This is an optimization exercise on Yosys and OpenROAD, whose aim is a short achievable clock period and few clock cycles per item, not a production implementation. No run shown here included a check of the RTL's function; only the layout flow was run. Power figures rest on the tool's default switching activity, not on a simulated workload.

==> flow/design.v <==
package lc4_pkg;
   typedef logic [15:0] word_t;      
   typedef logic [2:0]  reg_sel_t;   
   localparam int NUM_REGS = 8;
   typedef enum logic [3:0] {
      OP_NOP   = 4'b0000,
      OP_ARITH = 4'b0001,   
      OP_LOGIC = 4'b0101,   
      OP_CONST = 4'b1001
   } opcode_e;
   typedef enum logic [2:0] {
      ALU_ADD,
      ALU_SUB,
      ALU_AND,
      ALU_OR,
      ALU_PASS_IMM   
   } alu_op_e;
   localparam word_t NOP_INSN = 16'h0000;
endpackage
module lc4_decoder (
   input  lc4_pkg::word_t    i_insn,
   output lc4_pkg::reg_sel_t o_rs,
   output lc4_pkg::reg_sel_t o_rt,
   output lc4_pkg::reg_sel_t o_rd,
   output logic              o_rs_re,    
   output logic              o_rt_re,    
   output logic              o_rd_we,
   output logic              o_const,    
   output logic              o_sub,      
   output logic              o_logic,    
   output logic              o_or,
   output lc4_pkg::word_t    o_imm
);
   logic arith, logic_op, rr_ok, imm_form;
   assign arith    = (i_insn[15:12] == 4'b0001);
   assign logic_op = (i_insn[15:12] == 4'b0101);
   assign o_const  = (i_insn[15:12] == 4'b1001);
   assign imm_form = i_insn[5];
   assign rr_ok    = (i_insn[5:3] == 3'b000) || (i_insn[5:3] == 3'b010);
   assign o_rd = i_insn[11:9];
   assign o_rs = i_insn[8:6];
   assign o_rt = i_insn[2:0];
   assign o_rs_re = (arith || logic_op) && (imm_form || rr_ok);
   assign o_rt_re = (arith || logic_op) && !imm_form && rr_ok;
   assign o_rd_we = o_rs_re || o_const;
   assign o_sub   = arith && !imm_form && i_insn[4];
   assign o_logic = logic_op;
   assign o_or    = logic_op && !imm_form && i_insn[4];
   assign o_imm   = o_const ? {{7{i_insn[8]}}, i_insn[8:0]} : {{11{i_insn[4]}}, i_insn[4:0]};
endmodule
module lc4_alu (
   input  logic [7:0] i_src0, i_src1, i_src2,
   input  logic [2:0] i_s1p,        
   input  logic [2:0] i_s1n,        
   input  logic       i_c1_en,      
   input  logic [7:0] i_c1,
   input  logic [2:0] i_s2,
   input  logic       i_c2_en,
   input  logic [7:0] i_c2,
   input  logic       i_cin,
   input  logic       i_sub,
   input  logic       i_logic,
   input  logic       i_or,
   input  logic       i_pass_sel,
   input  logic [7:0] i_pass,
   input  logic       i_we,
   input  logic [7:0] i_hold,
   output logic [7:0] o_res,
   output logic [7:0] o_res_out,
   output logic [7:0] o_res_hold,
   output logic       o_cout
);
   logic [7:0] a, b, sum, lres;
   logic [7:0] g0, p0, g1, p1, g2, p2, g3, p3;
   logic [8:0] c;
   assign a = ({8{i_s1p[0]}} & i_src0) | ({8{i_s1p[1]}} & i_src1) | ({8{i_s1p[2]}} & i_src2) |
              ({8{i_s1n[0]}} & ~i_src0) | ({8{i_s1n[1]}} & ~i_src1) | ({8{i_s1n[2]}} & ~i_src2) |
              ({8{i_c1_en}} & i_c1);
   assign b = ({8{i_s2[0]}} & i_src0) | ({8{i_s2[1]}} & i_src1) | ({8{i_s2[2]}} & i_src2) |
              ({8{i_c2_en}} & i_c2);
   assign g0 = a & b;
   assign p0 = a ^ b;
   always_comb begin
      g1 = g0; p1 = p0;
      for (int i = 1; i < 8; i++) begin
         g1[i] = g0[i] | (p0[i] & g0[i-1]);
         p1[i] = p0[i] & p0[i-1];
      end
      g2 = g1; p2 = p1;
      for (int i = 2; i < 8; i++) begin
         g2[i] = g1[i] | (p1[i] & g1[i-2]);
         p2[i] = p1[i] & p1[i-2];
      end
      g3 = g2; p3 = p2;
      for (int i = 4; i < 8; i++) begin
         g3[i] = g2[i] | (p2[i] & g2[i-4]);
         p3[i] = p2[i] & p2[i-4];
      end
   end
   assign c[0] = i_cin;
   assign c[8:1] = g3 | (p3 & {8{i_cin}});
   assign sum    = (p0 ^ {8{i_sub}}) ^ c[7:0];
   assign o_cout = c[8];
   assign lres   = i_or ? (a | b) : (a & b);    
   logic sel_sum, sel_log, out_sum, out_log, out_pass;
   assign sel_sum  = !i_pass_sel && !i_logic;
   assign sel_log  = !i_pass_sel && i_logic;
   assign out_sum  = i_we && sel_sum;
   assign out_log  = i_we && sel_log;
   assign out_pass = i_we && i_pass_sel;
   assign o_res      = ({8{sel_sum}} & sum) | ({8{sel_log}} & lres) | ({8{i_pass_sel}} & i_pass);
   assign o_res_out  = ({8{out_sum}} & sum) | ({8{out_log}} & lres) | ({8{out_pass}} & i_pass);
   assign o_res_hold = o_res_out | ({8{!i_we}} & i_hold);
endmodule
module lc4_regfile_dual (
   input  logic              gwe,
   input  logic              i_rst,
   input  lc4_pkg::reg_sel_t i_rs_a,
   input  lc4_pkg::reg_sel_t i_rt_a,
   input  lc4_pkg::reg_sel_t i_rs_b,
   input  lc4_pkg::reg_sel_t i_rt_b,
   output lc4_pkg::word_t    o_rs_data_a,
   output lc4_pkg::word_t    o_rt_data_a,
   output lc4_pkg::word_t    o_rs_data_b,
   output lc4_pkg::word_t    o_rt_data_b,
   input  logic [7:0]        i_wmask_a,
   input  lc4_pkg::word_t    i_wdata_a,
   input  logic [7:0]        i_wmask_b,
   input  lc4_pkg::word_t    i_wdata_b
);
   lc4_pkg::word_t regs [0:lc4_pkg::NUM_REGS-1];
   function automatic logic [15:0] rd_fwd(input logic [2:0] sel);
      if (i_wmask_b[sel])      rd_fwd = i_wdata_b;
      else if (i_wmask_a[sel]) rd_fwd = i_wdata_a;
      else                     rd_fwd = regs[sel];
   endfunction
   always_comb begin
      o_rs_data_a = rd_fwd(i_rs_a);
      o_rt_data_a = rd_fwd(i_rt_a);
      o_rs_data_b = rd_fwd(i_rs_b);
      o_rt_data_b = rd_fwd(i_rt_b);
   end
   always_ff @(posedge gwe) begin
      for (int i = 0; i < lc4_pkg::NUM_REGS; i++) begin
         if (i_rst)             regs[i] <= '0;
         else if (i_wmask_b[i]) regs[i] <= i_wdata_b;   
         else if (i_wmask_a[i]) regs[i] <= i_wdata_a;
      end
   end
endmodule
module lc4_superscalar #(
   parameter lc4_pkg::word_t RESET_PC = 16'h8200
) (
   input  logic              gwe,
   input  logic              i_rst,
   output lc4_pkg::word_t    o_cur_pc,
   input  lc4_pkg::word_t    i_insn_a,
   input  lc4_pkg::word_t    i_insn_b,
   output logic              o_wb_we_a,
   output lc4_pkg::reg_sel_t o_wb_rd_a,
   output lc4_pkg::word_t    o_wb_data_a,
   output lc4_pkg::word_t    o_wb_pc_a,
   output logic              o_wb_we_b,
   output lc4_pkg::reg_sel_t o_wb_rd_b,
   output lc4_pkg::word_t    o_wb_data_b,
   output lc4_pkg::word_t    o_wb_pc_b
);
   lc4_pkg::word_t pc, pc_p1, pc_p2;       
   lc4_pkg::word_t pc_p3, pc_p4;
   lc4_pkg::word_t d_insn_a, d_insn_b, d_pc_a, d_pc_b;
   logic           d_valid;
   logic           split;
   assign pc_p3 = pc_p2 + 16'd1;
   assign pc_p4 = pc_p2 + 16'd2;
   always_ff @(posedge gwe) begin
      if (i_rst) begin
         pc      <= RESET_PC;
         pc_p1   <= RESET_PC + 16'd1;
         pc_p2   <= RESET_PC + 16'd2;
         d_valid <= 1'b0;
      end else if (split) begin
         pc      <= pc_p1;
         pc_p1   <= pc_p2;
         pc_p2   <= pc_p3;
         d_valid <= 1'b1;
      end else begin
         pc      <= pc_p2;
         pc_p1   <= pc_p3;
         pc_p2   <= pc_p4;
         d_valid <= 1'b1;
      end
   end
   always_ff @(posedge gwe) begin
      if (split) begin
         d_insn_a <= d_insn_b;    
         d_insn_b <= i_insn_a;
         d_pc_a   <= d_pc_b;
         d_pc_b   <= pc;
      end else begin
         d_insn_a <= i_insn_a;
         d_insn_b <= i_insn_b;
         d_pc_a   <= pc;
         d_pc_b   <= pc_p1;
      end
   end
   assign o_cur_pc = pc;
   logic [1:0][2:0]  rs, rt, rd;
   logic [1:0]       rs_re, rt_re, dwe, cnst, sub, lg, orr;
   logic [1:0][15:0] imm;
   logic [1:0][15:0] d_pc;
   lc4_decoder dec_a_i (
      .i_insn (d_insn_a), .o_rs (rs[0]), .o_rt (rt[0]), .o_rd (rd[0]),
      .o_rs_re (rs_re[0]), .o_rt_re (rt_re[0]), .o_rd_we (dwe[0]), .o_const (cnst[0]),
      .o_sub (sub[0]), .o_logic (lg[0]), .o_or (orr[0]), .o_imm (imm[0])
   );
   lc4_decoder dec_b_i (
      .i_insn (d_insn_b), .o_rs (rs[1]), .o_rt (rt[1]), .o_rd (rd[1]),
      .o_rs_re (rs_re[1]), .o_rt_re (rt_re[1]), .o_rd_we (dwe[1]), .o_const (cnst[1]),
      .o_sub (sub[1]), .o_logic (lg[1]), .o_or (orr[1]), .o_imm (imm[1])
   );
   assign d_pc = {d_pc_b, d_pc_a};
   logic [1:0]      x1_we, x2_we, x3_we, x1_late, x2_late, x3_late;
   logic [1:0][2:0] x1_rd, x2_rd, x3_rd;
   localparam int OWN = 7, G1B = 6, G1A = 5, G2B = 4, G2A = 3, G3B = 2, G3A = 1, LATE = 0;
   function automatic logic [7:0] find_src(input logic [2:0] s, input logic re, input logic in_b,
                                           input logic a_we, input logic [2:0] a_rd, input logic a_const,
                                           input logic [1:0] w1, input logic [1:0][2:0] r1, input logic [1:0] l1,
                                           input logic [1:0] w2, input logic [1:0][2:0] r2, input logic [1:0] l2,
                                           input logic [1:0] w3, input logic [1:0][2:0] r3);
      logic ho, h1b, h1a, h2b, h2a, h3b, h3a;
      logic f_o, f1b, f1a, f2b, f2a, f3b, f3a;
      ho  = in_b && a_we && (a_rd == s);
      h1b = w1[1] && (r1[1] == s);
      h1a = w1[0] && (r1[0] == s);
      h2b = w2[1] && (r2[1] == s);
      h2a = w2[0] && (r2[0] == s);
      h3b = w3[1] && (r3[1] == s);
      h3a = w3[0] && (r3[0] == s);
      f_o = re && ho && !a_const;
      f1b = re && !ho && h1b;
      f1a = re && !ho && !h1b && h1a;
      f2b = re && !ho && !h1b && !h1a && h2b;
      f2a = re && !ho && !h1b && !h1a && !h2b && h2a;
      f3b = re && !ho && !h1b && !h1a && !h2b && !h2a && h3b;
      f3a = re && !ho && !h1b && !h1a && !h2b && !h2a && !h3b && h3a;
      find_src = {f_o, f1b, f1a, f2b, f2a, f3b, f3a,
                  f_o || (f1b && l1[1]) || (f1a && l1[0]) || (f2b && l2[1]) || (f2a && l2[0])};
   endfunction
   logic [1:0][7:0] src1, src2;
   always_comb begin
      for (int L = 0; L < 2; L++) begin
         src1[L] = find_src(rs[L], rs_re[L], L == 1, dwe[0], rd[0], cnst[0],
                            x1_we, x1_rd, x1_late, x2_we, x2_rd, x2_late, x3_we, x3_rd);
         src2[L] = find_src(rt[L], rt_re[L], L == 1, dwe[0], rd[0], cnst[0],
                            x1_we, x1_rd, x1_late, x2_we, x2_rd, x2_late, x3_we, x3_rd);
      end
   end
   function automatic logic [5:0] qual(input logic [7:0] s, input logic [1:0] l1, input logic [1:0] l2);
      qual = {s[G2B] && l2[1], s[G2A] && l2[0],
              s[G1B] && !l1[1], s[G1A] && !l1[0],
              s[G1B] && l1[1], s[G1A] && l1[0]};
   endfunction
   logic [1:0][5:0] q1, q2;
   always_comb begin
      for (int L = 0; L < 2; L++) begin
         q1[L] = qual(src1[L], x1_late, x2_late);
         q2[L] = qual(src2[L], x1_late, x2_late);
      end
   end
   logic [1:0] late, issue;
   assign late[0] = src1[0][LATE] || src2[0][LATE];
   assign late[1] = src1[1][LATE] || src2[1][LATE];
   assign split   = d_valid && late[0] && (src1[1][OWN] || src2[1][OWN]);
   assign issue   = {d_valid && dwe[1] && !split, d_valid && dwe[0]};
   logic [7:0]       r_wmask_a, r_wmask_b;
   lc4_pkg::word_t   w_data_a, w_data_b;
   lc4_pkg::word_t   rf_rs_a, rf_rt_a, rf_rs_b, rf_rt_b;
   lc4_regfile_dual regfile_i (
      .gwe         (gwe),       .i_rst       (i_rst),
      .i_rs_a      (rs[0]),     .i_rt_a      (rt[0]),
      .i_rs_b      (rs[1]),     .i_rt_b      (rt[1]),
      .o_rs_data_a (rf_rs_a),   .o_rt_data_a (rf_rt_a),
      .o_rs_data_b (rf_rs_b),   .o_rt_data_b (rf_rt_b),
      .i_wmask_a   (r_wmask_a), .i_wdata_a   (w_data_a),
      .i_wmask_b   (r_wmask_b), .i_wdata_b   (w_data_b)
   );
   logic [1:0][7:0] x2_elo;    
   logic [1:0][7:0] x3_lo;     
   logic [1:0][7:0] x3_ehi;    
   logic [1:0][7:0] r_hi;      
   function automatic logic [15:0] cap_lo(input logic [7:0] s, input logic [15:0] v,
                                          input logic [1:0][7:0] elo2, input logic [1:0][7:0] lo3);
      cap_lo = v;
      if (s[G2B])      cap_lo[7:0] = elo2[1];
      else if (s[G2A]) cap_lo[7:0] = elo2[0];
      else if (s[G3B]) cap_lo[7:0] = lo3[1];
      else if (s[G3A]) cap_lo[7:0] = lo3[0];
   endfunction
   logic [1:0][15:0] rf1, rf2, v1, v2;
   logic             b_rs_const, b_rt_const;
   assign b_rs_const = cnst[0] && dwe[0] && rs_re[1] && (rs[1] == rd[0]);
   assign b_rt_const = cnst[0] && dwe[0] && rt_re[1] && (rt[1] == rd[0]);
   assign rf1 = {rf_rs_b, rf_rs_a};
   assign rf2 = {rf_rt_b, rf_rt_a};
   always_comb begin
      for (int L = 0; L < 2; L++) begin
         if (cnst[L])                      v1[L] = 16'h0000;
         else if (L == 1 && b_rs_const)    v1[L] = imm[0];
         else                              v1[L] = rf1[L];
         if (!rt_re[L])                    v2[L] = imm[L];
         else if (L == 1 && b_rt_const)    v2[L] = imm[0];
         else                              v2[L] = rf2[L];
         v1[L] = cap_lo(src1[L], v1[L], x2_elo, x3_lo) ^ {16{sub[L]}};   
         v2[L] = cap_lo(src2[L], v2[L], x2_elo, x3_lo);
      end
   end
   logic [1:0][15:0] x1_pc, x1_c1, x1_c2;
   logic [1:0]       x1_sub, x1_lg, x1_or;
   logic [1:0][7:0]  x1_s1, x1_s2;
   logic [1:0][5:0]  x1_q1, x1_q2;
   logic [1:0][1:0]  x1_e1p, x1_e1n, x1_e2;     
   logic [1:0]       x1_ce1, x1_ce2;
   always_ff @(posedge gwe) begin
      x1_we <= i_rst ? 2'b00 : issue;
      for (int L = 0; L < 2; L++) begin
         x1_rd[L]   <= rd[L];
         x1_late[L] <= late[L];
         x1_pc[L]   <= d_pc[L];
         x1_sub[L]  <= sub[L];
         x1_lg[L]   <= lg[L];
         x1_or[L]   <= orr[L];
         x1_c1[L]   <= v1[L];
         x1_c2[L]   <= v2[L];
         x1_s1[L]   <= src1[L];
         x1_s2[L]   <= src2[L];
         x1_q1[L]   <= q1[L];
         x1_q2[L]   <= q2[L];
         x1_e1p[L]  <= {src1[L][G1B], src1[L][G1A]} & {2{!sub[L]}};
         x1_e1n[L]  <= {src1[L][G1B], src1[L][G1A]} & {2{sub[L]}};
         x1_e2[L]   <= {src2[L][G1B], src2[L][G1A]};
         x1_ce1[L]  <= !(src1[L][G1B] || src1[L][G1A]);
         x1_ce2[L]  <= !(src2[L][G1B] || src2[L][G1A]);
      end
   end
   logic [1:0][7:0] elo;
   logic [1:0]      eco;
   for (genvar L = 0; L < 2; L++) begin : g_elo
      lc4_alu alu_i (
         .i_src0 (x2_elo[0]), .i_src1 (x2_elo[1]), .i_src2 (8'h00),
         .i_s1p ({1'b0, x1_e1p[L]}), .i_s1n ({1'b0, x1_e1n[L]}), .i_c1_en (x1_ce1[L]), .i_c1 (x1_c1[L][7:0]),
         .i_s2 ({1'b0, x1_e2[L]}), .i_c2_en (x1_ce2[L]), .i_c2 (x1_c2[L][7:0]),
         .i_cin (1'b0), .i_sub (x1_sub[L]), .i_logic (x1_lg[L]), .i_or (x1_or[L]),
         .i_pass_sel (1'b0), .i_pass (8'h00), .i_we (1'b0), .i_hold (8'h00),
         .o_res (elo[L]), .o_res_out (), .o_res_hold (), .o_cout (eco[L])
      );
   end
   function automatic logic [7:0] recap(input logic [3:0] s, input logic [7:0] c,
                                        input logic [7:0] v0, input logic [7:0] v1,
                                        input logic [7:0] v2, input logic [7:0] v3,
                                        input logic inv);
      if (s[0])      recap = v0 ^ {8{inv}};
      else if (s[1]) recap = v1 ^ {8{inv}};
      else if (s[2]) recap = v2 ^ {8{inv}};
      else if (s[3]) recap = v3 ^ {8{inv}};
      else           recap = c;
   endfunction
   logic [1:0][15:0] x2_pc;
   logic [1:0]       x2_sub, x2_lg, x2_or, x2_eco;
   logic [1:0][7:0]  x2_eh1, x2_eh2, x2_ll1, x2_ll2;
   logic [1:0][1:0]  x2_e1p, x2_e1n, x2_e2;
   logic [1:0]       x2_ce1, x2_ce2;
   logic [1:0][2:0]  x2_l1p, x2_l1n, x2_l2;     
   logic [1:0]       x2_lce1, x2_lce2;
   logic [1:0][7:0]  x2_s1, x2_s2;
   logic [1:0][5:0]  x2_q1, x2_q2;
   always_ff @(posedge gwe) begin
      x2_we <= i_rst ? 2'b00 : x1_we;
      for (int L = 0; L < 2; L++) begin
         x2_rd[L]   <= x1_rd[L];
         x2_late[L] <= x1_late[L];
         x2_pc[L]   <= x1_pc[L];
         x2_sub[L]  <= x1_sub[L];
         x2_lg[L]   <= x1_lg[L];
         x2_or[L]   <= x1_or[L];
         x2_elo[L]  <= elo[L];
         x2_eco[L]  <= eco[L];
         x2_s1[L]   <= x1_s1[L];
         x2_s2[L]   <= x1_s2[L];
         x2_q1[L]   <= x1_q1[L];
         x2_q2[L]   <= x1_q2[L];
         x2_eh1[L]  <= recap({x1_s1[L][G3B], x1_s1[L][G3A], x1_s1[L][G2B], x1_s1[L][G2A]},
                             x1_c1[L][15:8], x3_ehi[0], x3_ehi[1], r_hi[0], r_hi[1], x1_sub[L]);
         x2_eh2[L]  <= recap({x1_s2[L][G3B], x1_s2[L][G3A], x1_s2[L][G2B], x1_s2[L][G2A]},
                             x1_c2[L][15:8], x3_ehi[0], x3_ehi[1], r_hi[0], r_hi[1], 1'b0);
         x2_ll1[L]  <= recap(x1_q1[L][5:2],
                             x1_c1[L][7:0], x2_elo[0], x2_elo[1], x3_lo[0], x3_lo[1], x1_sub[L]);
         x2_ll2[L]  <= recap(x1_q2[L][5:2],
                             x1_c2[L][7:0], x2_elo[0], x2_elo[1], x3_lo[0], x3_lo[1], 1'b0);
         x2_e1p[L]  <= x1_e1p[L];
         x2_e1n[L]  <= x1_e1n[L];
         x2_e2[L]   <= x1_e2[L];
         x2_ce1[L]  <= x1_ce1[L];
         x2_ce2[L]  <= x1_ce2[L];
         x2_l1p[L]  <= {x1_s1[L][OWN], x1_q1[L][1:0]} & {3{!x1_sub[L]}};
         x2_l1n[L]  <= {x1_s1[L][OWN], x1_q1[L][1:0]} & {3{x1_sub[L]}};
         x2_l2[L]   <= {x1_s2[L][OWN], x1_q2[L][1:0]};
         x2_lce1[L] <= !(x1_s1[L][OWN] || x1_q1[L][1] || x1_q1[L][0]);
         x2_lce2[L] <= !(x1_s2[L][OWN] || x1_q2[L][1] || x1_q2[L][0]);
      end
   end
   logic [1:0][7:0] ehi, llo;
   logic [1:0]      lco;
   for (genvar L = 0; L < 2; L++) begin : g_s2
      lc4_alu ehi_i (
         .i_src0 (x3_ehi[0]), .i_src1 (x3_ehi[1]), .i_src2 (8'h00),
         .i_s1p ({1'b0, x2_e1p[L]}), .i_s1n ({1'b0, x2_e1n[L]}), .i_c1_en (x2_ce1[L]), .i_c1 (x2_eh1[L]),
         .i_s2 ({1'b0, x2_e2[L]}), .i_c2_en (x2_ce2[L]), .i_c2 (x2_eh2[L]),
         .i_cin (x2_eco[L]), .i_sub (x2_sub[L]), .i_logic (x2_lg[L]), .i_or (x2_or[L]),
         .i_pass_sel (1'b0), .i_pass (8'h00), .i_we (1'b0), .i_hold (8'h00),
         .o_res (ehi[L]), .o_res_out (), .o_res_hold (), .o_cout ()
      );
      lc4_alu llo_i (
         .i_src0 (x3_lo[0]), .i_src1 (x3_lo[1]), .i_src2 (x2_elo[0]),
         .i_s1p (x2_l1p[L]), .i_s1n (x2_l1n[L]), .i_c1_en (x2_lce1[L]), .i_c1 (x2_ll1[L]),
         .i_s2 (x2_l2[L]), .i_c2_en (x2_lce2[L]), .i_c2 (x2_ll2[L]),
         .i_cin (1'b0), .i_sub (x2_sub[L]), .i_logic (x2_lg[L]), .i_or (x2_or[L]),
         .i_pass_sel (!x2_late[L]), .i_pass (x2_elo[L]), .i_we (1'b0), .i_hold (8'h00),
         .o_res (llo[L]), .o_res_out (), .o_res_hold (), .o_cout (lco[L])
      );
   end
   logic [1:0][15:0] x3_pc;
   logic [1:0]       x3_sub, x3_lg, x3_or, x3_lco;
   logic [1:0][7:0]  x3_lh1, x3_lh2;
   logic [1:0][2:0]  x3_l1p, x3_l1n, x3_l2;
   logic [1:0]       x3_lce1, x3_lce2;
   always_ff @(posedge gwe) begin
      x3_we <= i_rst ? 2'b00 : x2_we;
      for (int L = 0; L < 2; L++) begin
         x3_rd[L]   <= x2_rd[L];
         x3_late[L] <= x2_late[L];
         x3_pc[L]   <= x2_pc[L];
         x3_sub[L]  <= x2_sub[L];
         x3_lg[L]   <= x2_lg[L];
         x3_or[L]   <= x2_or[L];
         x3_lo[L]   <= llo[L];
         x3_lco[L]  <= lco[L];
         x3_ehi[L]  <= ehi[L];
         x3_lh1[L]  <= recap({x2_q1[L][3:2], x2_q1[L][5:4]},
                             x2_eh1[L], r_hi[0], r_hi[1], x3_ehi[0], x3_ehi[1], x2_sub[L]);
         x3_lh2[L]  <= recap({x2_q2[L][3:2], x2_q2[L][5:4]},
                             x2_eh2[L], r_hi[0], r_hi[1], x3_ehi[0], x3_ehi[1], 1'b0);
         x3_l1p[L]  <= x2_l1p[L];
         x3_l1n[L]  <= x2_l1n[L];
         x3_l2[L]   <= x2_l2[L];
         x3_lce1[L] <= x2_lce1[L];
         x3_lce2[L] <= x2_lce2[L];
      end
   end
   logic [1:0][7:0] hi, hi_out, hi_w;
   for (genvar L = 0; L < 2; L++) begin : g_s3
      lc4_alu lhi_i (
         .i_src0 (r_hi[0]), .i_src1 (r_hi[1]), .i_src2 (x3_ehi[0]),
         .i_s1p (x3_l1p[L]), .i_s1n (x3_l1n[L]), .i_c1_en (x3_lce1[L]), .i_c1 (x3_lh1[L]),
         .i_s2 (x3_l2[L]), .i_c2_en (x3_lce2[L]), .i_c2 (x3_lh2[L]),
         .i_cin (x3_lco[L]), .i_sub (x3_sub[L]), .i_logic (x3_lg[L]), .i_or (x3_or[L]),
         .i_pass_sel (!x3_late[L]), .i_pass (x3_ehi[L]), .i_we (x3_we[L]),
         .i_hold (L == 0 ? w_data_a[15:8] : w_data_b[15:8]),
         .o_res (hi[L]), .o_res_out (hi_out[L]), .o_res_hold (hi_w[L]), .o_cout ()
      );
   end
   always_ff @(posedge gwe) begin
      for (int i = 0; i < 8; i++) begin
         r_wmask_a[i] <= !i_rst && x3_we[0] && (x3_rd[0] == 3'(i));
         r_wmask_b[i] <= !i_rst && x3_we[1] && (x3_rd[1] == 3'(i));
      end
      r_hi     <= hi;
      w_data_a <= {hi_w[0], x3_we[0] ? x3_lo[0] : w_data_a[7:0]};
      w_data_b <= {hi_w[1], x3_we[1] ? x3_lo[1] : w_data_b[7:0]};
   end
   always_ff @(posedge gwe) begin
      if (i_rst) begin
         o_wb_we_a <= 1'b0;
         o_wb_we_b <= 1'b0;
      end else begin
         o_wb_we_a <= x3_we[0];
         o_wb_we_b <= x3_we[1];
      end
   end
   always_ff @(posedge gwe) begin
      o_wb_rd_a   <= x3_rd[0];
      o_wb_rd_b   <= x3_rd[1];
      o_wb_data_a <= {hi_out[0], x3_lo[0] & {8{x3_we[0]}}};
      o_wb_data_b <= {hi_out[1], x3_lo[1] & {8{x3_we[1]}}};
      o_wb_pc_a   <= x3_pc[0];
      o_wb_pc_b   <= x3_pc[1];
   end
endmodule
==> flow/run.sh <==
#!/bin/bash
# synth_recipe.tcl (not shown) runs the flow's synth.tcl, then flattens the netlist and writes it again
# the make line also repeats each setting of config.mk as NAME=value (left out here)
make -C /OpenROAD-flow-scripts/flow DESIGN_CONFIG=/design/flow/config.mk WORK_HOME=/design/flow/orfs CLKGATE_MAP_FILE= SYNTH_SCRIPT=/design/flow/synth_recipe.tcl finish
==> flow/config.mk <==
export PLATFORM = sky130hd
export DESIGN_NAME = lc4_superscalar
export DESIGN_NICKNAME = lc4_superscalar
export VERILOG_FILES = /design/flow/design.v
export SDC_FILE = /design/flow/constraint.sdc
export NUM_CORES = 4
export LEC_CHECK = 0
export ABC_AREA = 1
export ABC_CLOCK_PERIOD_IN_PS = 1800
export CAP_MARGIN = 20
export CORE_MARGIN = 2
export CORE_UTILIZATION = 40
export SETUP_SLACK_MARGIN = 3.2
export SLEW_MARGIN = 20
==> flow/constraint.sdc <==
create_clock -name core_clock -period 5.0 [get_ports {gwe}]
set_input_delay 1.0000 -clock core_clock [delete_from_list [all_inputs] [get_ports {gwe}]]
set_output_delay 1.0000 -clock core_clock [all_outputs]
set_load 0.01 [all_outputs]
==> flow_summary.json, run 1 <==
{
  "cts_root_buffer": "clkbuf_16",
  "yosys.area.top_type": "dfxtp_1",
  "fin_skew_ns": 0.0776,
  "num_rows": 125,
  "period_needed_ns": 2.85,
  "final_cell_mix": "nand2_1 (1,225), dfxtp_1 (662), inv_1 (653)",
  "cp.required_ns": 5.68,
  "die_area_um2": 120000,
  "finalWorstSetupSlack_ns": 2.15,
  "cts_tree": "yes",
  "synth-async-reset-ratio_pct": 0,
  "syn_avg_cell_area_um2": 6.98,
  "drive_above_1_share_pct": 35.0,
  "hold_class": "flip-flop to flip-flop",
  "multi_input_area_um2": 31200,
  "synth_fp_nets": 6853,
  "synthTopCellsByArea": "dfxtp_1 (36%), nand2_1 (13%), inv_1 (6.3%)",
  "rsz0062_at_grt": "yes",
  "cap_violations": 0,
  "worstSetupEndpointType": "flip-flop",
  "dr_total_vias": 57109,
  "dpl.hpwl_um": 152000,
  "met1_usage_pct": 50.6,
  "insertion_delay_ns": 0.77,
  "initial_core_util_pct": 40.3,
  "status": "finished clean",
  "hold_ws_ns": 0.322,
  "fin_nets": 7592,
  "ys_ff_latch": 861,
  "grt_pass1_vias": 51435,
  "ys_seq_area_share_pct": 37.2,
  "ys.flop_type": "dfxtp_1",
  "grt_pass1_wl_um": 349000,
  "clk_pin_slew_ns": 0.07,
  "start_kind": "flip-flop",
  "fmaxAchievable_ghz": 0.351,
  "wire_per_inst_um": 28.6,
  "ios": 122,
  "met3_usage_pct": 11.5,
  "p_leak_uw": 0.0296,
  "synthCells": 6688,
  "power_uw": 22700,
  "hold_viol_final": 0,
  "die_h_um": 346,
  "grt_overflow": 0,
  "port-buffer-count": 121,
  "cts_hold_buffers": 0,
  "post-route-util_pct": 60.2,
  "worstSetupPathType": "flip-flop to flip-flop",
  "clock_sinks": 861,
  "ant_nets": 0,
  "synth_top_area_share_pct": 36.2,
  "gr-usage-all-layers_pct": 39.3,
  "grt_busiest_layer": "met2",
  "drcViolationCount": 0,
  "synth_edf_count": 16,
  "drt-initial-drc-count": 9408,
  "grt_max_degree": 48,
  "ir_drop_mv": 0.281,
  "final-setup-viol-count": 0,
  "use_met2_pct": 57.5,
  "worstMarginPinSlew_ns": 0.930,
  "final_common_cell": "nand2_1",
  "drv_slew": 0,
  "powerDensity_nw_per_um2": 325,
  "yosys_warnings": 4,
  "vias_per_cell": 6.31,
  "syn_to_final_growth_pct": 49.6,
  "arrival_ns": 3.52,
  "fin_setup_tns_ns": 0,
  "cts_made_buffers": 95,
  "gp_congestion": 1.05,
  "h-tree-depth": 3,
  "final-seq-area_um2": 17800,
  "die_w_um": 346,
  "slew_headroom_pct": 37.9,
  "pre_cts_slack_ns": 1.51,
  "crit_fanout": 6,
  "cts_max_path_buffers": 3,
  "drt_pass1_iterations": 10,
  "ys_types": 57,
  "core_area_um2": 116000,
  "syn-cell-area_um2": 46700,
  "fin_crit_sh_pct": 56.9,
  "wl_um": 259000,
  "fillers": 9640,
  "antenna_found_initial": 10
}
## area by class of cell
type / count / area share (%)
sequential: 861 / 25.4
inverter: 842 / 5.51
tap: 1524 / 2.73
antenna: 14 / 0.0501
timing repair buffer: 1056 / 16.5
clock inverter: 55 / 1.16
multi-input combinational: 4563 / 44.7
timing repair inverter: 8 / 0.0859
clock buffer: 123 / 3.81
## registers in the layout (all words and copies together), names as in the netlist, 32 cells and up
name            cells
x1_c1              32
x2_pc              32
x1_c2              32
x1_pc              32
regfile_i.regs    128
x3_pc              32
## power breakdown
group / internal, uW / switching, uW / total, uW
clock: 4460 / 3300 / 7760
sequential: 7350 / 727 / 8080
combinational: 2610 / 4250 / 6860
## per-layer routing
| layer | part of all wire (%) | up-vias |
|---|---|---|
| li1 | - | 23975 |
| met1 | 36 | 26758 |
| met2 | 41 | 4898 |
| met3 | 14 | 1468 |
| met4 | 8.5 | 10 |
| met5 | 0.052 | - |
## cell usage after synthesis (44+ instances only)
| master | instances |
|---|---|
| o22ai_1 | 187 |
| o21ai_0 | 577 |
| nand3_1 | 273 |
| a22oi_1 | 90 |
| nor2_1 | 457 |
| o311ai_0 | 48 |
| ha_1 | 131 |
| and2_1 | 46 |
| o221ai_1 | 153 |
| xor2_1 | 158 |
| a21oi_1 | 267 |
| clkbuf_1 | 339 |
| nand4_1 | 44 |
| inv_1 | 786 |
| o211ai_1 | 52 |
| nand2_1 | 1563 |
| a221oi_1 | 73 |
| dfxtp_1 | 845 |
| a31oi_1 | 150 |
| buf_1 | 45 |
## path summary, 6_finish.rpt
kind                                     startpoint                   to  slack (ns)  cells after the start
worst min-delay path              d_pc_a[2]$_DFF_P_     x1_pc[2]$_DFF_P_        0.32                      0
worst max-delay path            d_insn_a[1]$_DFF_P_  pc_p1[3]$_SDFF_PP0_        2.15                     18
worst max register to register  d_insn_a[1]$_DFF_P_  pc_p1[3]$_SDFF_PP0_        2.15                     18
worst min register to register    d_pc_a[2]$_DFF_P_     x1_pc[2]$_DFF_P_        0.32                      0
## per-stage QoR
stage / cells / instance area [um^2]
after floorplan: 6688 / 47900
after global placement: 8000 / 49600
final: 9046 / 69900
after global routing: 9032 / 69900
after detailed placement: 8001 / 49700
after CTS: 8830 / 64900
## logic make-up after synthesis
kind of cell    Yosys count  share of synthesized area [%]
flops                   861                           37.2
xor+xnor                198                           3.71
mux                       2                         0.0482
compound gates         1707                           22.8
buf+inv                1292                           10.7
fa+ha+maj               131                           3.51
simple gates           2497                           22.0
## what timing repair did
action                                  in CTS  in global routing
endpoints found under the setup margin     621                521
gates cloned                                68                 11
pin swaps                                  396                399
setup buffers                              583                191
gates resized for setup                   1975                829
## worst max-delay path: stages (launching register included)
cell,delay (ns)
dfxtp_4,0.41
clkinvlp_4,0.12
buf_6,0.13
o211ai_1,0.16
nor2_1,0.09
nand2_2,0.14
buf_6,0.13
nor2_4,0.04
nand2_2,0.06
nand4_1,0.15
nor2_4,0.31
buf_6,0.18
nand2_8,0.07
buf_6,0.11
buf_6,0.12
buf_8,0.14
nand3_4,0.08
nand2_1,0.07
a21oi_1,0.23
==> run 2, diff against run 1 <==
--- a/flow/design.v
+++ b/flow/design.v
@@ -113,38 +113,46 @@
    assign o_res_hold = o_res_out | ({8{!i_we}} & i_hold);
 endmodule
 module lc4_regfile_dual (
-   input  logic              gwe,
-   input  logic              i_rst,
-   input  lc4_pkg::reg_sel_t i_rs_a,
-   input  lc4_pkg::reg_sel_t i_rt_a,
-   input  lc4_pkg::reg_sel_t i_rs_b,
-   input  lc4_pkg::reg_sel_t i_rt_b,
-   output lc4_pkg::word_t    o_rs_data_a,
-   output lc4_pkg::word_t    o_rt_data_a,
-   output lc4_pkg::word_t    o_rs_data_b,
-   output lc4_pkg::word_t    o_rt_data_b,
-   input  logic [7:0]        i_wmask_a,
-   input  lc4_pkg::word_t    i_wdata_a,
-   input  logic [7:0]        i_wmask_b,
-   input  lc4_pkg::word_t    i_wdata_b
+   input  logic           gwe,
+   input  logic           i_rst,
+   input  logic [7:0]     i_rs_a,       
+   input  logic [7:0]     i_rt_a,
+   input  logic [7:0]     i_rs_b,
+   input  logic [7:0]     i_rt_b,
+   output lc4_pkg::word_t o_rs_data_a,
+   output lc4_pkg::word_t o_rt_data_a,
+   output lc4_pkg::word_t o_rs_data_b,
+   output lc4_pkg::word_t o_rt_data_b,
+   input  logic [7:0]     i_wmask_a,
+   input  lc4_pkg::word_t i_wdata_a,
+   input  logic [7:0]     i_wmask_b,
+   input  lc4_pkg::word_t i_wdata_b
 );
    lc4_pkg::word_t regs [0:lc4_pkg::NUM_REGS-1];
-   function automatic logic [15:0] rd_fwd(input logic [2:0] sel);
-      if (i_wmask_b[sel])      rd_fwd = i_wdata_b;
-      else if (i_wmask_a[sel]) rd_fwd = i_wdata_a;
-      else                     rd_fwd = regs[sel];
+   lc4_pkg::word_t view [0:lc4_pkg::NUM_REGS-1];    
+   always_comb begin
+      for (int i = 0; i < lc4_pkg::NUM_REGS; i++) begin
+         if (i_wmask_b[i])      view[i] = i_wdata_b;
+         else if (i_wmask_a[i]) view[i] = i_wdata_a;
+         else                   view[i] = regs[i];
+      end
+   end
+   function automatic logic [15:0] rd_oh(input logic [7:0] sel);
+      rd_oh = '0;
+      for (int i = 0; i < lc4_pkg::NUM_REGS; i++) begin
+         rd_oh = rd_oh | ({16{sel[i]}} & view[i]);
+      end
    endfunction
    always_comb begin
-      o_rs_data_a = rd_fwd(i_rs_a);
-      o_rt_data_a = rd_fwd(i_rt_a);
-      o_rs_data_b = rd_fwd(i_rs_b);
-      o_rt_data_b = rd_fwd(i_rt_b);
+      o_rs_data_a = rd_oh(i_rs_a);
+      o_rt_data_a = rd_oh(i_rt_a);
+      o_rs_data_b = rd_oh(i_rs_b);
+      o_rt_data_b = rd_oh(i_rt_b);
    end
    always_ff @(posedge gwe) begin
       for (int i = 0; i < lc4_pkg::NUM_REGS; i++) begin
-         if (i_rst)             regs[i] <= '0;
-         else if (i_wmask_b[i]) regs[i] <= i_wdata_b;   
-         else if (i_wmask_a[i]) regs[i] <= i_wdata_a;
+         if (i_rst) regs[i] <= '0;
+         else       regs[i] <= view[i];
       end
    end
 endmodule
@@ -190,17 +198,29 @@
          d_valid <= 1'b1;
       end
    end
+   logic [7:0] d_rs_oh_a, d_rt_oh_a, d_rs_oh_b, d_rt_oh_b;
+   function automatic logic [7:0] onehot(input logic [2:0] r);
+      onehot = 8'b1 << r;
+   endfunction
    always_ff @(posedge gwe) begin
       if (split) begin
-         d_insn_a <= d_insn_b;    
-         d_insn_b <= i_insn_a;
-         d_pc_a   <= d_pc_b;
-         d_pc_b   <= pc;
+         d_insn_a  <= d_insn_b;    
+         d_insn_b  <= i_insn_a;
+         d_rs_oh_a <= d_rs_oh_b;
+         d_rt_oh_a <= d_rt_oh_b;
+         d_rs_oh_b <= onehot(i_insn_a[8:6]);
+         d_rt_oh_b <= onehot(i_insn_a[2:0]);
+         d_pc_a    <= d_pc_b;
+         d_pc_b    <= pc;
       end else begin
-         d_insn_a <= i_insn_a;
-         d_insn_b <= i_insn_b;
-         d_pc_a   <= pc;
-         d_pc_b   <= pc_p1;
+         d_insn_a  <= i_insn_a;
+         d_insn_b  <= i_insn_b;
+         d_rs_oh_a <= onehot(i_insn_a[8:6]);
+         d_rt_oh_a <= onehot(i_insn_a[2:0]);
+         d_rs_oh_b <= onehot(i_insn_b[8:6]);
+         d_rt_oh_b <= onehot(i_insn_b[2:0]);
+         d_pc_a    <= pc;
+         d_pc_b    <= pc_p1;
       end
    end
    assign o_cur_pc = pc;
@@ -277,8 +297,8 @@
    lc4_pkg::word_t   rf_rs_a, rf_rt_a, rf_rs_b, rf_rt_b;
    lc4_regfile_dual regfile_i (
       .gwe         (gwe),       .i_rst       (i_rst),
-      .i_rs_a      (rs[0]),     .i_rt_a      (rt[0]),
-      .i_rs_b      (rs[1]),     .i_rt_b      (rt[1]),
+      .i_rs_a      (d_rs_oh_a), .i_rt_a      (d_rt_oh_a),
+      .i_rs_b      (d_rs_oh_b), .i_rt_b      (d_rt_oh_b),
       .o_rs_data_a (rf_rs_a),   .o_rt_data_a (rf_rt_a),
       .o_rs_data_b (rf_rs_b),   .o_rt_data_b (rf_rt_b),
       .i_wmask_a   (r_wmask_a), .i_wdata_a   (w_data_a),
==> run 2 against run 1 <==
Net effect: largest power group is now clock; design area shrank 0.77%; worst setup slack gained 0.12 ns; still clean on timing, DRC and antenna; largest cell class unchanged; via count shrank 4.6%; final cell count grew 0.76%; sequential power shrank 3.6%.
==> flow_summary.json, run 2 <==
{
  "final_common_cell": "nand2_1",
  "fin_setup_tns_ns": 0,
  "grt_overflow": 0,
  "final-seq-area_um2": 18400,
  "fin_cells": 9115,
  "fin_skew_ns": 0.0758,
  "wire_per_inst_um": 26.8,
  "die_w_um": 346,
  "clk_pin_slew_ns": 0.07,
  "clock_sinks": 893,
  "period_needed_ns": 2.73,
  "synthTopCellsByArea": "dfxtp_1 (38%), nand2_1 (14%), o21ai_0 (5.8%)",
  "swShare_pct": 29.9,
  "cts_tree": "yes",
  "status": "finished clean",
  "crit_fanout": 4,
  "die_area_um2": 120000,
  "cts_max_path_buffers": 3,
  "powerDensity_nw_per_um2": 264,
  "fmaxAchievable_ghz": 0.366,
  "synth_edf_count": 16,
  "num_rows": 125,
  "slew_headroom_pct": 36.6,
  "syn-cell-area_um2": 46700,
  "worstSetupPathType": "flip-flop to flip-flop",
  "syn_to_final_growth_pct": 48.4,
  "largest_register_ffs": 128,
  "multi_input_area_um2": 31800,
  "initial_core_util_pct": 40.3,
  "cts_root_buffer": "clkbuf_16",
  "yosys.area.top_type": "dfxtp_1",
  "gp_congestion": 1.06,
  "placed_cells": 8145,
  "dr_total_vias": 54490,
  "worstSetupEndpointType": "flip-flop",
  "synth_fp_nets": 6971,
  "port-buffer-count": 121,
  "dpl.hpwl_um": 150000,
  "clock_power_share_pct": 42.9,
  "cap_violations": 0,
  "ys_ff_latch": 893,
  "synth_common_cells": "nand2_1 (1,747), dfxtp_1 (877), inv_1 (708), nor2_1 (591), o21ai_0 (543)",
  "ys.flop_type": "dfxtp_1",
  "drv_slew": 0,
  "core_area_um2": 116000,
  "intPower_uw": 12900,
  "synth_top_area_share_pct": 37.6,
  "p_leak_uw": 0.0298,
  "final_cell_mix": "nand2_1 (1,395), dfxtp_1 (683), inv_1 (517)",
  "yosys_warnings": 5,
  "antenna_found_initial": 10,
  "insertion_delay_ns": 0.74,
  "grt_pass1_vias": 49993,
  "fin_crit_sh_pct": 54.6,
  "grt_max_degree": 76,
  "cts_made_buffers": 97,
  "ys_types": 60,
  "wl_um": 245000,
  "hold_class": "flip-flop to flip-flop",
  "drcViolationCount": 0,
  "ant_nets": 0,
  "pwr-share-seq_pct": 42.4,
  "vias_per_cell": 5.98,
  "worstMarginPinSlew_ns": 0.950,
  "die_h_um": 346,
  "ys_seq_area_share_pct": 38.6,
  "drive_above_1_share_pct": 36.4,
  "pwr-share-comb_pct": 14.6,
  "syn_avg_cell_area_um2": 6.87,
  "switchingPower_uw": 5480,
  "largest-register": "regfile_i.regs",
  "drt_pass1_iterations": 9,
  "fin_nets": 7669,
  "start_kind": "flip-flop",
  "grt_pass1_wl_um": 340000,
  "gr-usage-all-layers_pct": 38.2,
  "drt-initial-drc-count": 7110,
  "synth_most_common_cell": "nand2_1",
  "fillers": 9984,
  "cp.required_ns": 5.61,
  "h-tree-depth": 3,
  "rsz0062_at_grt": "yes",
  "synthCells": 6806,
  "hold_viol_final": 0,
  "ios": 122,
  "ir_drop_mv": 0.335,
  "arrival_ns": 3.34,
  "synth-async-reset-ratio_pct": 0,
  "final-setup-viol-count": 0
}
-- run 2: worst paths after layout --
check | from | endpoint | slack [ns] | depth (start not counted)
setup / recovery | x3_ehi[1]$_DFF_P_ | w_data_b[12]$_DFF_P_ | 2.27 | 18
hold / removal | x2_pc[17]$_DFF_P_ | x3_pc[17]$_DFF_P_ | 0.31 | 0
setup reg to reg | x3_ehi[1]$_DFF_P_ | w_data_b[12]$_DFF_P_ | 2.27 | 18
hold reg to reg | x2_pc[17]$_DFF_P_ | x3_pc[17]$_DFF_P_ | 0.31 | 0
-- run 2: power groups by stage --
stage          logic [uW]  clock network (uW)  registers [uW]
5_1_grt              2740                8200            7800
6_report             2680                7880            7790
3_3_place_gp         1640                   0            7910
4_1_cts              2330                7890            7760
2_1_floorplan        1120                   0            7630
3_5_place_dp         1650                   0            7910
-- run 2: cells by family after synthesis --
logic type,synth area share (%)
AO/OA/AOI/OAI,17.5
flip-flops,38.6
AND/OR/NAND/NOR,27.0
adder cells (fa/ha/maj),3.51
buffers and inverters,9.67
XOR/XNOR,3.71
-- run 2: per-stage QoR --
stage	worst slack (ns)	utilization, %	power, uW	cell area [um^2]	hold slack (ns)
floorplan	2.36	-	8750	48100	0.310
global placement	1.38	42.9	9550	49800	0.311
detailed placement	1.38	42.9	9560	49800	0.312
CTS	2.36	55.6	18000	64600	0.309
global route	2.21	59.8	18700	69300	0.312
finish	2.27	59.8	18300	69400	0.311
-- run 2: layout make-up --
type / instances / area share [%]
Multi-Input combinational cell: 4771 / 45.8
Sequential cell: 893 / 26.6
Timing Repair Buffer: 968 / 14.3
Inverter: 755 / 5.05
Clock buffer: 132 / 4.01
Tap cell: 1524 / 2.75
Clock inverter: 47 / 1.07
Timing Repair inverter: 18 / 0.442
Antenna cell: 7 / 0.0253
-- run 2: per-layer routing --
metal  part of all wire (%)  up-vias  wire length, um  global-route usage (%)
met3                     13     1153            31900                    10.4
met2                     42     4012           102000                    57.1
li1                       -    23826                -                       -
met4                    8.0        4            19500                    23.7
met1                     37    25495            91200                    48.7
met5                  0.011        -               27                       0
-- run 2: timing repair --
item,in CTS,in global routing
pin swaps,466,420
setup endpoints to repair,600,516
gates cloned,50,4
resized for setup,2145,821
hold buffers,0,0
buffers inserted,555,175
-- run 2: worst max-delay path, cell delays in order (launching register included) --
cell	delay, ns
dfxtp_2	0.33
buf_12	0.13
buf_8	0.14
nand2_2	0.06
o211ai_1	0.12
nor3_2	0.36
inv_1	0.13
ha_4	0.32
inv_2	0.04
o21ai_2	0.15
nand2_1	0.09
nand2_2	0.09
nand2_2	0.05
nand2_2	0.08
xor2_1	0.07
nand2_1	0.07
nand3_2	0.10
and2_4	0.16
a21o_1	0.15
==> run 3, diff against run 2 <==
--- a/flow/design.v
+++ b/flow/design.v
@@ -173,83 +173,82 @@
    output lc4_pkg::word_t    o_wb_data_b,
    output lc4_pkg::word_t    o_wb_pc_b
 );
-   lc4_pkg::word_t pc, pc_p1, pc_p2;       
-   lc4_pkg::word_t pc_p3, pc_p4;
-   lc4_pkg::word_t d_insn_a, d_insn_b, d_pc_a, d_pc_b;
+   lc4_pkg::word_t pc;
    logic           d_valid;
    logic           split;
-   assign pc_p3 = pc_p2 + 16'd1;
-   assign pc_p4 = pc_p2 + 16'd2;
    always_ff @(posedge gwe) begin
       if (i_rst) begin
          pc      <= RESET_PC;
-         pc_p1   <= RESET_PC + 16'd1;
-         pc_p2   <= RESET_PC + 16'd2;
          d_valid <= 1'b0;
-      end else if (split) begin
-         pc      <= pc_p1;
-         pc_p1   <= pc_p2;
-         pc_p2   <= pc_p3;
-         d_valid <= 1'b1;
       end else begin
-         pc      <= pc_p2;
-         pc_p1   <= pc_p3;
-         pc_p2   <= pc_p4;
+         pc      <= split ? pc + 16'd1 : pc + 16'd2;
          d_valid <= 1'b1;
       end
    end
-   logic [7:0] d_rs_oh_a, d_rt_oh_a, d_rs_oh_b, d_rt_oh_b;
+   assign o_cur_pc = pc;
+   logic [1:0][2:0]  f_rs, f_rt, f_rd;
+   logic [1:0]       f_rs_re, f_rt_re, f_dwe, f_cnst, f_sub, f_lg, f_or;
+   logic [1:0][15:0] f_imm;
+   lc4_decoder fdec_a_i (
+      .i_insn (i_insn_a), .o_rs (f_rs[0]), .o_rt (f_rt[0]), .o_rd (f_rd[0]),
+      .o_rs_re (f_rs_re[0]), .o_rt_re (f_rt_re[0]), .o_rd_we (f_dwe[0]), .o_const (f_cnst[0]),
+      .o_sub (f_sub[0]), .o_logic (f_lg[0]), .o_or (f_or[0]), .o_imm (f_imm[0])
+   );
+   lc4_decoder fdec_b_i (
+      .i_insn (i_insn_b), .o_rs (f_rs[1]), .o_rt (f_rt[1]), .o_rd (f_rd[1]),
+      .o_rs_re (f_rs_re[1]), .o_rt_re (f_rt_re[1]), .o_rd_we (f_dwe[1]), .o_const (f_cnst[1]),
+      .o_sub (f_sub[1]), .o_logic (f_lg[1]), .o_or (f_or[1]), .o_imm (f_imm[1])
+   );
+   logic [1:0][2:0]  rs, rt, rd;
+   logic [1:0]       rs_re, rt_re, dwe, cnst, sub, lg, orr;
+   logic [1:0][15:0] imm;
+   logic [1:0][7:0]  rs_oh, rt_oh;        
+   logic             own_rs, own_rt;      
    function automatic logic [7:0] onehot(input logic [2:0] r);
       onehot = 8'b1 << r;
    endfunction
-   always_ff @(posedge gwe) begin
+   logic [1:0][2:0]  n_rs, n_rt, n_rd;
+   logic [1:0]       n_rs_re, n_rt_re, n_dwe, n_cnst, n_sub, n_lg, n_or;
+   logic [1:0][15:0] n_imm;
+   always_comb begin
       if (split) begin
-         d_insn_a  <= d_insn_b;    
-         d_insn_b  <= i_insn_a;
-         d_rs_oh_a <= d_rs_oh_b;
-         d_rt_oh_a <= d_rt_oh_b;
-         d_rs_oh_b <= onehot(i_insn_a[8:6]);
-         d_rt_oh_b <= onehot(i_insn_a[2:0]);
-         d_pc_a    <= d_pc_b;
-         d_pc_b    <= pc;
+         n_rs = {f_rs[0], rs[1]};           n_rt = {f_rt[0], rt[1]};
+         n_rd = {f_rd[0], rd[1]};           n_rs_re = {f_rs_re[0], rs_re[1]};
+         n_rt_re = {f_rt_re[0], rt_re[1]};  n_dwe = {f_dwe[0], dwe[1]};
+         n_cnst = {f_cnst[0], cnst[1]};     n_sub = {f_sub[0], sub[1]};
+         n_lg = {f_lg[0], lg[1]};           n_or = {f_or[0], orr[1]};
+         n_imm = {f_imm[0], imm[1]};
       end else begin
-         d_insn_a  <= i_insn_a;
-         d_insn_b  <= i_insn_b;
-         d_rs_oh_a <= onehot(i_insn_a[8:6]);
-         d_rt_oh_a <= onehot(i_insn_a[2:0]);
-         d_rs_oh_b <= onehot(i_insn_b[8:6]);
-         d_rt_oh_b <= onehot(i_insn_b[2:0]);
-         d_pc_a    <= pc;
-         d_pc_b    <= pc_p1;
+         n_rs = f_rs;       n_rt = f_rt;       n_rd = f_rd;
+         n_rs_re = f_rs_re; n_rt_re = f_rt_re; n_dwe = f_dwe;
+         n_cnst = f_cnst;   n_sub = f_sub;     n_lg = f_lg;
+         n_or = f_or;       n_imm = f_imm;
       end
    end
-   assign o_cur_pc = pc;
-   logic [1:0][2:0]  rs, rt, rd;
-   logic [1:0]       rs_re, rt_re, dwe, cnst, sub, lg, orr;
-   logic [1:0][15:0] imm;
+   always_ff @(posedge gwe) begin
+      rs <= n_rs;  rt <= n_rt;  rd <= n_rd;
+      rs_re <= n_rs_re;  rt_re <= n_rt_re;  dwe <= n_dwe;
+      cnst <= n_cnst;  sub <= n_sub;  lg <= n_lg;  orr <= n_or;
+      imm <= n_imm;
+      for (int L = 0; L < 2; L++) begin
+         rs_oh[L] <= onehot(n_rs[L]);
+         rt_oh[L] <= onehot(n_rt[L]);
+      end
+      own_rs <= n_dwe[0] && n_rs_re[1] && (n_rs[1] == n_rd[0]);
+      own_rt <= n_dwe[0] && n_rt_re[1] && (n_rt[1] == n_rd[0]);
+   end
    logic [1:0][15:0] d_pc;
-   lc4_decoder dec_a_i (
-      .i_insn (d_insn_a), .o_rs (rs[0]), .o_rt (rt[0]), .o_rd (rd[0]),
-      .o_rs_re (rs_re[0]), .o_rt_re (rt_re[0]), .o_rd_we (dwe[0]), .o_const (cnst[0]),
-      .o_sub (sub[0]), .o_logic (lg[0]), .o_or (orr[0]), .o_imm (imm[0])
-   );
-   lc4_decoder dec_b_i (
-      .i_insn (d_insn_b), .o_rs (rs[1]), .o_rt (rt[1]), .o_rd (rd[1]),
-      .o_rs_re (rs_re[1]), .o_rt_re (rt_re[1]), .o_rd_we (dwe[1]), .o_const (cnst[1]),
-      .o_sub (sub[1]), .o_logic (lg[1]), .o_or (orr[1]), .o_imm (imm[1])
-   );
-   assign d_pc = {d_pc_b, d_pc_a};
+   assign d_pc = {pc - 16'd1, pc - 16'd2};
    logic [1:0]      x1_we, x2_we, x3_we, x1_late, x2_late, x3_late;
    logic [1:0][2:0] x1_rd, x2_rd, x3_rd;
    localparam int OWN = 7, G1B = 6, G1A = 5, G2B = 4, G2A = 3, G3B = 2, G3A = 1, LATE = 0;
-   function automatic logic [7:0] find_src(input logic [2:0] s, input logic re, input logic in_b,
-                                           input logic a_we, input logic [2:0] a_rd, input logic a_const,
+   function automatic logic [7:0] find_src(input logic [2:0] s, input logic re, input logic ho,
+                                           input logic a_const,
                                            input logic [1:0] w1, input logic [1:0][2:0] r1, input logic [1:0] l1,
                                            input logic [1:0] w2, input logic [1:0][2:0] r2, input logic [1:0] l2,
                                            input logic [1:0] w3, input logic [1:0][2:0] r3);
-      logic ho, h1b, h1a, h2b, h2a, h3b, h3a;
+      logic h1b, h1a, h2b, h2a, h3b, h3a;
       logic f_o, f1b, f1a, f2b, f2a, f3b, f3a;
-      ho  = in_b && a_we && (a_rd == s);
       h1b = w1[1] && (r1[1] == s);
       h1a = w1[0] && (r1[0] == s);
       h2b = w2[1] && (r2[1] == s);
@@ -269,9 +268,9 @@
    logic [1:0][7:0] src1, src2;
    always_comb begin
       for (int L = 0; L < 2; L++) begin
-         src1[L] = find_src(rs[L], rs_re[L], L == 1, dwe[0], rd[0], cnst[0],
+         src1[L] = find_src(rs[L], rs_re[L], L == 1 && own_rs, cnst[0],
                             x1_we, x1_rd, x1_late, x2_we, x2_rd, x2_late, x3_we, x3_rd);
-         src2[L] = find_src(rt[L], rt_re[L], L == 1, dwe[0], rd[0], cnst[0],
+         src2[L] = find_src(rt[L], rt_re[L], L == 1 && own_rt, cnst[0],
                             x1_we, x1_rd, x1_late, x2_we, x2_rd, x2_late, x3_we, x3_rd);
       end
    end
@@ -297,8 +296,8 @@
    lc4_pkg::word_t   rf_rs_a, rf_rt_a, rf_rs_b, rf_rt_b;
    lc4_regfile_dual regfile_i (
       .gwe         (gwe),       .i_rst       (i_rst),
-      .i_rs_a      (d_rs_oh_a), .i_rt_a      (d_rt_oh_a),
-      .i_rs_b      (d_rs_oh_b), .i_rt_b      (d_rt_oh_b),
+      .i_rs_a      (rs_oh[0]),  .i_rt_a      (rt_oh[0]),
+      .i_rs_b      (rs_oh[1]),  .i_rt_b      (rt_oh[1]),
       .o_rs_data_a (rf_rs_a),   .o_rt_data_a (rf_rt_a),
       .o_rs_data_b (rf_rs_b),   .o_rt_data_b (rf_rt_b),
       .i_wmask_a   (r_wmask_a), .i_wdata_a   (w_data_a),
@@ -318,8 +317,8 @@
    endfunction
    logic [1:0][15:0] rf1, rf2, v1, v2;
    logic             b_rs_const, b_rt_const;
-   assign b_rs_const = cnst[0] && dwe[0] && rs_re[1] && (rs[1] == rd[0]);
-   assign b_rt_const = cnst[0] && dwe[0] && rt_re[1] && (rt[1] == rd[0]);
+   assign b_rs_const = cnst[0] && own_rs;
+   assign b_rt_const = cnst[0] && own_rt;
    assign rf1 = {rf_rs_b, rf_rs_a};
    assign rf2 = {rf_rt_b, rf_rt_a};
    always_comb begin
==> run 3 against run 2 <==
Net effect: critical endpoint is now w_data_b[13]$_DFF_P_; utilization increased by 1.0 points; via count shrank 3.3%; count of clock-buffer cells in the layout down 15; largest cell class unchanged; worst setup slack better by 0.094 ns; first-iteration DRC count increased by 13%; wire length shrank 5.6%; combinational power hardly changed; non-clock buffer count up 45; largest power group is now sequential cells; synthesized cell count decreased by 6.0%; still clean; power fell by 4.4%; design area fell by 3.3%; maximum frequency grew 3.6%.
==> flow_summary.json, run 3 <==
{
  "ant_nets": 0,
  "fin_skew_ns": 0.0399,
  "powerDensity_nw_per_um2": 261,
  "vias_per_cell": 6.05,
  "synth_fp_nets": 6567,
  "arrival_ns": 3.24,
  "drt_pass1_iterations": 10,
  "worstSetupEndpointType": "flip-flop",
  "ys_ff_latch": 843,
  "fillers": 9162,
  "cts_made_buffers": 92,
  "insertion_delay_ns": 0.73,
  "synth_most_common_cell": "nand2_1",
  "cp.required_ns": 5.60,
  "wl_um": 231000,
  "fin_setup_tns_ns": 0,
  "clock_sinks": 843,
  "crit_fanout": 5,
  "hold_class": "flip-flop to flip-flop",
  "worstSetupPathType": "flip-flop to flip-flop",
  "drt-initial-drc-count": 8014,
  "drive_above_1_share_pct": 37.8,
  "synth-async-reset-ratio_pct": 0,
  "cts_root_buffer": "clkbuf_16",
  "final_common_cell": "nand2_1",
  "wire_per_inst_um": 26.5,
  "cap_violations": 0,
  "fin_crit_sh_pct": 52.7,
  "synth_edf_count": 16,
  "yosys.area.top_type": "dfxtp_1",
  "synth_common_cells": "nand2_1 (1,557), dfxtp_1 (827), inv_1 (646), o21ai_0 (585), nor2_1 (544)",
  "final_cell_mix": "nand2_1 (1,277), dfxtp_1 (614), buf_4 (539)",
  "final-seq-area_um2": 17600,
  "synthTopCellsByArea": "dfxtp_1 (37%), nand2_1 (13%), o21ai_0 (6.6%)",
  "ys_types": 58,
  "worstMarginPinSlew_ns": 1.16,
  "syn_avg_cell_area_um2": 6.94,
  "grt_pass1_vias": 47934,
  "cts_max_path_buffers": 3,
  "gp_congestion": 1.03,
  "power_uw": 17500,
  "syn-cell-area_um2": 44400,
  "die_area_um2": 114000,
  "final-setup-viol-count": 0,
  "grt_pass1_wl_um": 317000,
  "dpl.hpwl_um": 140000,
  "multi_input_area_um2": 30800,
  "yosys_warnings": 5,
  "ir_drop_mv": 0.293,
  "ys.flop_type": "dfxtp_1",
  "synthCells": 6400,
  "h-tree-depth": 3,
  "core_area_um2": 110000,
  "r2r_slack_ns": 2.36,
  "dr_total_vias": 52712,
  "initial_core_util_pct": 40.2,
  "gr-usage-all-layers_pct": 37.7,
  "clk_pin_slew_ns": 0.07,
  "drcViolationCount": 0,
  "period_needed_ns": 2.64,
  "num_rows": 122,
  "status": "finished clean",
  "fmaxAchievable_ghz": 0.379,
  "syn_to_final_growth_pct": 51.1,
  "fin_nets": 7305,
  "antenna_found_initial": 7,
  "synth_top_area_share_pct": 37.3,
  "grt_overflow": 0,
  "placed_cells": 7686,
  "cts_hold_buffers": 0,
  "drv_slew": 0,
  "rsz0062_at_grt": "yes",
  "largest_register_ffs": 128,
  "die_h_um": 337,
  "ys_seq_area_share_pct": 38.4,
  "start_kind": "flip-flop",
  "fin_cells": 8710,
  "hold_viol_final": 0,
  "die_w_um": 337,
  "cts_tree": "yes",
  "largest-register": "regfile_i.regs",
  "grt_max_degree": 68,
  "ios": 122,
  "p_leak_uw": 0.0289,
  "port-buffer-count": 121,
  "slew_headroom_pct": 22.3
}
[run 3: cell count changes after synthesis, sizes merged, moves of 11 or more]
cell / delta
o21bai: +26
clkinv: +14
dfxtp: -50
nand3: -66
xor2: +11
nand4: -31
and2: -21
nand2: -188
buf: -22
o22ai: +39
inv: -66
o221ai: -15
o21ai: -12
nor2: -47
[run 3: routing by layer]
layer / global-route usage, % / routed length (um)
met5: 0 / 51
met4: 23.2 / 18700
met3: 10.0 / 31800
met2: 56.0 / 95200
met1: 48.5 / 85300
[run 3: critical path, cell delays in order (launching register included)]
cell,delay [ns]
dfxtp_4,0.44
inv_8,0.07
a221oi_4,0.30
and2_4,0.21
inv_2,0.04
ha_4,0.21
nand2_2,0.06
nand2_2,0.06
a21o_1,0.17
a21o_1,0.17
nand2_1,0.10
nand2_2,0.09
nand2_2,0.09
nand2_4,0.06
xor2_2,0.15
nand2_1,0.08
nand3_2,0.08
a21o_1,0.15
[run 3: power by group]
group          switching [uW]  internal (uW)  total, uW  leakage (uW)
combinational            1640           1010       2650        0.0203
clock                    3200           4170       7360       0.00159
sequential                500           7020       7520       0.00700
[run 3: timing repair]
action	4_1_cts	5_1_grt
endpoints found under the setup margin	462	490
resized for setup	2136	840
gates cloned	32	9
setup buffers	579	226
pin swaps	402	420
[run 3: area by class of cell]
class / instances / share of cell area [%]
well taps: 1488 / 2.78
inverters: 703 / 5.09
repair buffers: 1013 / 15.0
multi-input cells: 4477 / 46.0
repair inverters: 8 / 0.127
clock inverters: 56 / 1.10
diodes: 5 / 0.0187
clock buffers: 117 / 3.77
flip-flops and latches: 843 / 26.2
[run 3: path summary, 6_finish.rpt]
kind / endpoint / from / cells past startpoint
setup / recovery: w_data_b[13]$_DFF_P_ / x3_ehi[0]$_DFF_P_ / 17
hold / removal: x2_pc[6]$_DFF_P_ / x1_pc[6]$_DFF_P_ / 0
setup reg to reg: w_data_b[13]$_DFF_P_ / x3_ehi[0]$_DFF_P_ / 17
hold reg to reg: x2_pc[6]$_DFF_P_ / x1_pc[6]$_DFF_P_ / 0
[run 3: kinds of logic (layout without fill, tap and decap cells)]
| group | Yosys count | count (layout) | synth area share [%] |
|---|---|---|---|
| fa+ha+maj | 133 | 133 | 3.75 |
| buf+inv | 1098 | 1897 | 9.63 |
| xor+xnor | 218 | 218 | 4.30 |
| mux | 2 | 2 | 0.0451 |
| compound gates | 1434 | 1434 | 19.2 |
| other cells | 0 | 5 | 0 |
| simple gates | 2672 | 2690 | 24.7 |
| flops | 843 | 843 | 38.4 |
[run 3: stage by stage]
stage / hold slack, ns / instance area (um^2) / util [%] / setup slack, ns
CTS: 0.321 / 61600 / 55.8 / 2.43
detailed placement: 0.312 / 47300 / 42.9 / 1.58
finish: 0.321 / 67100 / 60.8 / 2.36
global route: 0.324 / 67100 / 60.8 / 2.24
global placement: 0.310 / 47300 / 42.9 / 1.63
floorplan: 0.310 / 45800 / - / 2.53

-- port drivers added, routing unchanged --
The results above use ideal ports. As a check the final layouts listed here were re-extracted and re-timed, cells and wires unchanged.
Step 1 sets driving cells, clkbuf_16 on the clock port and buf_2 on the other inputs (assumed; they add their load-dependent delay and slew).
Step 2, shift: input delay + t, output delay - t, t = (earliest + latest rising clock arrival at the registers) / 2. This alone moves slack from input paths to output paths.
Slacks: ideal ports / drivers / drivers and shift; pairs: ideal ports / drivers.
run | shift t [ns] | setup WS [ns] | latest minus earliest clock arrival (ns) | worst data-port slew with drivers (ns)
run 1 | 0.803 | 2.154 / 2.154 / 2.154 | 0.084 / 0.084 | 0.07
run 2 | 0.786 | 2.270 / 2.270 / 2.135 | 0.085 / 0.084 | 0.08
run 3 | 0.792 | 2.364 / 2.364 / 2.159 | 0.044 / 0.044 | 0.08
After both steps setup and hold are still met in every run listed. The setup slack of run 3, which loses most, moves by 0.000 ns with the drivers and by -0.205 ns with both steps.
